Background: an optimization exercise with open tools, aiming at small area, a short achievable clock period and few clock cycles per item. Do not read the settings as production practice.
Where RTL was checked, it was by simulation tests only, not by an equivalence proof against the original.

==> yarrow <==
==> flow/design.v (excerpt) <==
module idct8_top #(
        parameter int ROUND_SHIFT = 7
) (
        input  logic                    clk,
        input  logic                    reset,
        input  logic                    in_req,
        input  idct_pkg::coef_vec_t     coef,
        input  logic                    out_ack,
        output logic                    in_ack,
        output logic                    out_req,
        output idct_pkg::sample_vec_t   samples
);
clock: 9.0 ns
lec_check: 0
cap_margin: 20
core_margin: 2
core_utilization: 60
cts_buf_list: sky130_fd_sc_hd__clkbuf_8
cts_cluster_diameter: 50
cts_cluster_size: 16
setup_slack_margin: 5
slew_margin: 20
synth_hierarchical: 1
synth_minimum_keep_size: 0
standard.sh (not shown) runs the stock make flow with config.mk's settings and CLKGATE_MAP_FILE= SYNTH_SCRIPT=/design/flow/synth_recipe.tcl, a recipe that flattens the netlist after the stock synthesis.
==> flow/flow/run.sh <==
#!/bin/bash
# The standard layout (standard.sh, unchanged synthesis), with plain buf_1 cells as the
# input and output port buffers, and timing repair aiming 6.0 ns of slack at the 9 ns constraint
set -euo pipefail
bash standard.sh "BUFFER_PORTS_ARGS=-buffer_cell sky130_fd_sc_hd__buf_1" SETUP_SLACK_MARGIN=6.0 finish > standard.log 2>&1
==> xenon: changes against yarrow <==
==> flow/flow/run.sh (replaced) <==
#!/bin/bash
set -euo pipefail
bash standard.sh "BUFFER_PORTS_ARGS=-buffer_cell sky130_fd_sc_hd__buf_1" SETUP_SLACK_MARGIN=6.0 "CTS_ARGS=-sink_clustering_enable -repair_clock_nets -sink_clustering_size 26 -sink_clustering_max_diameter 70 -num_static_layers 1" finish > standard.log 2>&1
Settings changed: CTS_BUF_LIST sky130_fd_sc_hd__clkbuf_8 to default, CTS_CLUSTER_DIAMETER 50 to 70, CTS_CLUSTER_SIZE 16 to 26.
==> comparison <==
- Between xenon and yarrow, the lower clock skew is in xenon (gap 0.017 ns).
- Synthesized area is the same in xenon and yarrow.
- In critical path depth, xenon and yarrow do not differ.
- Of xenon and yarrow, yarrow has the higher count of clock-buffer cells in the layout (gap 11).
- Sequential share of layout area: xenon is lower than yarrow (0.13 points).
- Die area is the same in yarrow and xenon.
- Between yarrow and xenon, the lower hold slack is in xenon (gap 0.0077 ns).
Testbench counts of yarrow, summed over its fixed seeds: cycles 9,632, items 2,400.
Testbench counts of xenon, summed over its fixed seeds: cycles 9,632, items 2,400.

---

==> run K <==
idct8_top, a different RTL version from the one above (not shown whole).
==> module idct_flow_ctrl, before the edit <==
module idct_flow_ctrl (
        input  logic                  clk,
        input  logic                  reset,
        input  logic                  in_req,
        input  idct_pkg::coef_vec_t   coef,
        input  logic                  out_ack,
        output logic                  in_ack,
        output logic                  out_req,
        output idct_pkg::coef_vec_t   coef_q,
        output logic [1:0]            k_nx,
        output logic                  wr_01,
        output logic                  wr_2,
        output logic                  wr_3
);
        localparam int CW = idct_pkg::COEF_W;
        logic [2:0] k;
        logic busy;
        logic have;
        logic wrote_01;
        logic wrote_2;
        logic hold_q;
        logic wa_q;
        logic wb_q;
        logic capture;
        logic in_ack_nx;
        logic busy_nx;
        logic have_nx;
        logic out_req_nx;
        logic first_nx;
        assign wr_01   = wa_q || (wb_q && out_ack);
        assign wr_2    = wrote_01;
        assign wr_3    = wrote_2;
        assign capture = in_req && !hold_q;
        assign in_ack_nx  = capture || (in_ack && in_req);
        assign busy_nx    = capture || (busy && !wr_2);
        assign have_nx    = wr_3 || (have && !(out_req && out_ack));
        assign out_req_nx = out_req ? !out_ack : ((have || wr_3) && !out_ack);
        assign k_nx       = capture ? 2'd0 : k[1:0] + 2'd1;
        assign first_nx   = busy_nx && !wr_01 && !wrote_01 && ((capture ? 3'd0 : k + 3'd1) == 3'd2);
        always_ff @(posedge clk or posedge reset) begin
                if (reset) begin
                        in_ack   <= 1'b0;
                        busy     <= 1'b0;
                        have     <= 1'b0;
                        out_req  <= 1'b0;
                        wrote_01 <= 1'b0;
                        wrote_2  <= 1'b0;
                        hold_q   <= 1'b0;
                        wa_q     <= 1'b0;
                        wb_q     <= 1'b0;
                end else begin
                        in_ack   <= in_ack_nx;
                        busy     <= busy_nx;
                        have     <= have_nx;
                        out_req  <= out_req_nx;
                        wrote_01 <= wr_01;
                        wrote_2  <= wr_2;
                        hold_q   <= in_ack_nx || (busy_nx && !wr_01);
                        wa_q     <= first_nx && !have_nx;
                        wb_q     <= first_nx && have_nx && out_req_nx;
                end
        end
        always_ff @(posedge clk) begin
                if (capture) begin
                        k <= 3'd0;
                end else begin
                        k <= k + 3'd1;
                end
        end
        always_ff @(posedge clk) begin
                if (!hold_q) begin
                        coef_q <= coef;
                end else begin
                        coef_q[CW*2 +: CW] <=  coef_q[CW*6 +: CW];
                        coef_q[CW*4 +: CW] <= ~coef_q[CW*4 +: CW];
                        coef_q[CW*6 +: CW] <= ~coef_q[CW*2 +: CW];
                        coef_q[CW*1 +: CW] <= ~coef_q[CW*3 +: CW];
                        coef_q[CW*3 +: CW] <=  coef_q[CW*7 +: CW];
                        coef_q[CW*5 +: CW] <=  coef_q[CW*1 +: CW];
                        coef_q[CW*7 +: CW] <=  coef_q[CW*5 +: CW];
                end
        end
endmodule
clock: 9.0 ns
lec_check: 0
cap_margin: 20
core_margin: 2
core_utilization: 40
setup_slack_margin: 5
slew_margin: 20
synth_hierarchical: 1
synth_minimum_keep_size: 0
==> flow/flow/run.sh <==
#!/bin/bash
# The standard layout (standard.sh, unchanged synthesis), with plain buf_1 cells as the
# input and output port buffers instead of the default clkdlybuf4s50_1
set -euo pipefail
bash standard.sh "BUFFER_PORTS_ARGS=-buffer_cell sky130_fd_sc_hd__buf_1" finish > standard.log 2>&1
==> run B (differences from run K) <==
--- a/flow/design.v
+++ b/flow/design.v
@@ -959,46 +959,41 @@
         logic have;
         logic wrote_01;
         logic wrote_2;
-        logic hold_q;
-        logic wa_q;
-        logic wb_q;
+        logic open_out;
+        logic free;
         logic capture;
-        logic in_ack_nx;
-        logic busy_nx;
-        logic have_nx;
-        logic out_req_nx;
-        logic first_nx;
-        assign wr_01   = wa_q || (wb_q && out_ack);
-        assign wr_2    = wrote_01;
-        assign wr_3    = wrote_2;
-        assign capture = in_req && !hold_q;
-        assign in_ack_nx  = capture || (in_ack && in_req);
-        assign busy_nx    = capture || (busy && !wr_2);
-        assign have_nx    = wr_3 || (have && !(out_req && out_ack));
-        assign out_req_nx = out_req ? !out_ack : ((have || wr_3) && !out_ack);
-        assign k_nx       = capture ? 2'd0 : k[1:0] + 2'd1;
-        assign first_nx   = busy_nx && !wr_01 && !wrote_01 && ((capture ? 3'd0 : k + 3'd1) == 3'd2);
+        assign open_out = !have || (out_req && out_ack);
+        assign wr_01    = busy && !wrote_01 && !wrote_2 && (k == 3'd2) && open_out;
+        assign wr_2     = wrote_01;
+        assign wr_3     = wrote_2;
+        assign free     = !in_ack && (!busy || wr_2);
+        assign capture  = in_req && free;
+        assign k_nx = capture ? 2'd0 : k[1:0] + 2'd1;
+        always_ff @(posedge clk or posedge reset) begin
+                if (reset) begin
+                        in_ack <= 1'b0;
+                end else if (capture) begin
+                        in_ack <= 1'b1;
+                end else if (in_ack && !in_req) begin
+                        in_ack <= 1'b0;
+                end
+        end
+        always_ff @(posedge clk or posedge reset) begin
+                if (reset) begin
+                        busy <= 1'b0;
+                end else if (capture) begin
+                        busy <= 1'b1;
+                end else if (wr_2) begin
+                        busy <= 1'b0;
+                end
+        end
         always_ff @(posedge clk or posedge reset) begin
                 if (reset) begin
-                        in_ack   <= 1'b0;
-                        busy     <= 1'b0;
-                        have     <= 1'b0;
-                        out_req  <= 1'b0;
                         wrote_01 <= 1'b0;
                         wrote_2  <= 1'b0;
-                        hold_q   <= 1'b0;
-                        wa_q     <= 1'b0;
-                        wb_q     <= 1'b0;
                 end else begin
-                        in_ack   <= in_ack_nx;
-                        busy     <= busy_nx;
-                        have     <= have_nx;
-                        out_req  <= out_req_nx;
                         wrote_01 <= wr_01;
                         wrote_2  <= wr_2;
-                        hold_q   <= in_ack_nx || (busy_nx && !wr_01);
-                        wa_q     <= first_nx && !have_nx;
-                        wb_q     <= first_nx && have_nx && out_req_nx;
                 end
         end
         always_ff @(posedge clk) begin
@@ -1009,7 +1004,7 @@
                 end
         end
         always_ff @(posedge clk) begin
-                if (!hold_q) begin
+                if (free) begin
                         coef_q <= coef;
                 end else begin
                         coef_q[CW*2 +: CW] <=  coef_q[CW*6 +: CW];
@@ -1021,6 +1016,24 @@
                         coef_q[CW*7 +: CW] <=  coef_q[CW*5 +: CW];
                 end
         end
+        always_ff @(posedge clk or posedge reset) begin
+                if (reset) begin
+                        have <= 1'b0;
+                end else if (wr_3) begin
+                        have <= 1'b1;
+                end else if (out_req && out_ack) begin
+                        have <= 1'b0;
+                end
+        end
+        always_ff @(posedge clk or posedge reset) begin
+                if (reset) begin
+                        out_req <= 1'b0;
+                end else if (out_req) begin
+                        out_req <= !out_ack;
+                end else begin
+                        out_req <= (have || wr_3) && !out_ack;
+                end
+        end
 endmodule
 `timescale 1ns/1ps
 module idct8_top #(
- SETUP_SLACK_MARGIN: 5 -> not set
==> qor summary <==
                                                                                          run K                    run B
Result of the run                                                       complete, no violations  complete, no violations
Compound-Gate Fraction of Synth Area                                                      3.50%                    3.76%
Share of the clock period used by the worst path after layout                             42.3%                    44.0%
Core Footprint                                                                       0.0526 mm2               0.0524 mm2
Synthesized-area fraction occupied by adder cells                                         38.5%                    38.7%
Post-synthesis share of cell area spent on and, or, nand and nor gates                    2.78%                    2.93%
Met3 wire length                                                                        2530 um                  2320 um
Sequential cell count                                                                       422                      419
Post-route worst hold slack                                                            0.400 ns                 0.397 ns
Multi-input combinational area share                                                      43.5%                    43.6%
Syn_nets                                                                                   1882                     1885
Die extent in x                                                                          234 um                   234 um
Number of DRC violations after detailed-routing iteration 0                                 595                      491
Multi-input comb cells                                                                      790                      788
Clock buffer and inverter area fraction after layout                                      6.32%                    6.16%
Register bit total from synthesis                                                           422                      419
Area growth from synthesis to final layout                                                15.9%                    15.7%
Drt wl/cell                                                                             20.3 um                  20.5 um
Testbench counts of run K, summed over its fixed seeds: cycles 9,624, items 2,400.
Only the layout flow was run in run B; the RTL was not checked for function there.

[port drivers added, routing unchanged]
In the flow no input, the clock included, has a driving cell. The finished layouts below were timed again as built, in two steps. Step 1, drivers: a clkbuf_16 drives clk and a buf_2 each remaining input, both assumed. Step 2 also shifts input and output timing later by t, the mid clock arrival at the registers, as if the neighbouring blocks saw the same clock. a / b / c = ideal / step 1 / step 2; a / b = the first two.
run | shift t [ns] | slack for setup (ns) | latest minus earliest clock arrival (ns)
yarrow | 0.672 | 6.027 / 5.975 / 5.414 | 0.042 / 0.042
xenon | 0.647 | 6.052 / 5.993 / 5.497 | 0.025 / 0.025
run K | 0.626 | 5.193 / 5.193 / 5.193 | 0.030 / 0.030
run B | 0.624 | 5.038 / 5.038 / 4.987 | 0.021 / 0.020
After both steps every run listed still meets setup and hold. For yarrow, which loses most, drivers alone change the setup slack by -0.052 ns; drivers and shift together by -0.613 ns.
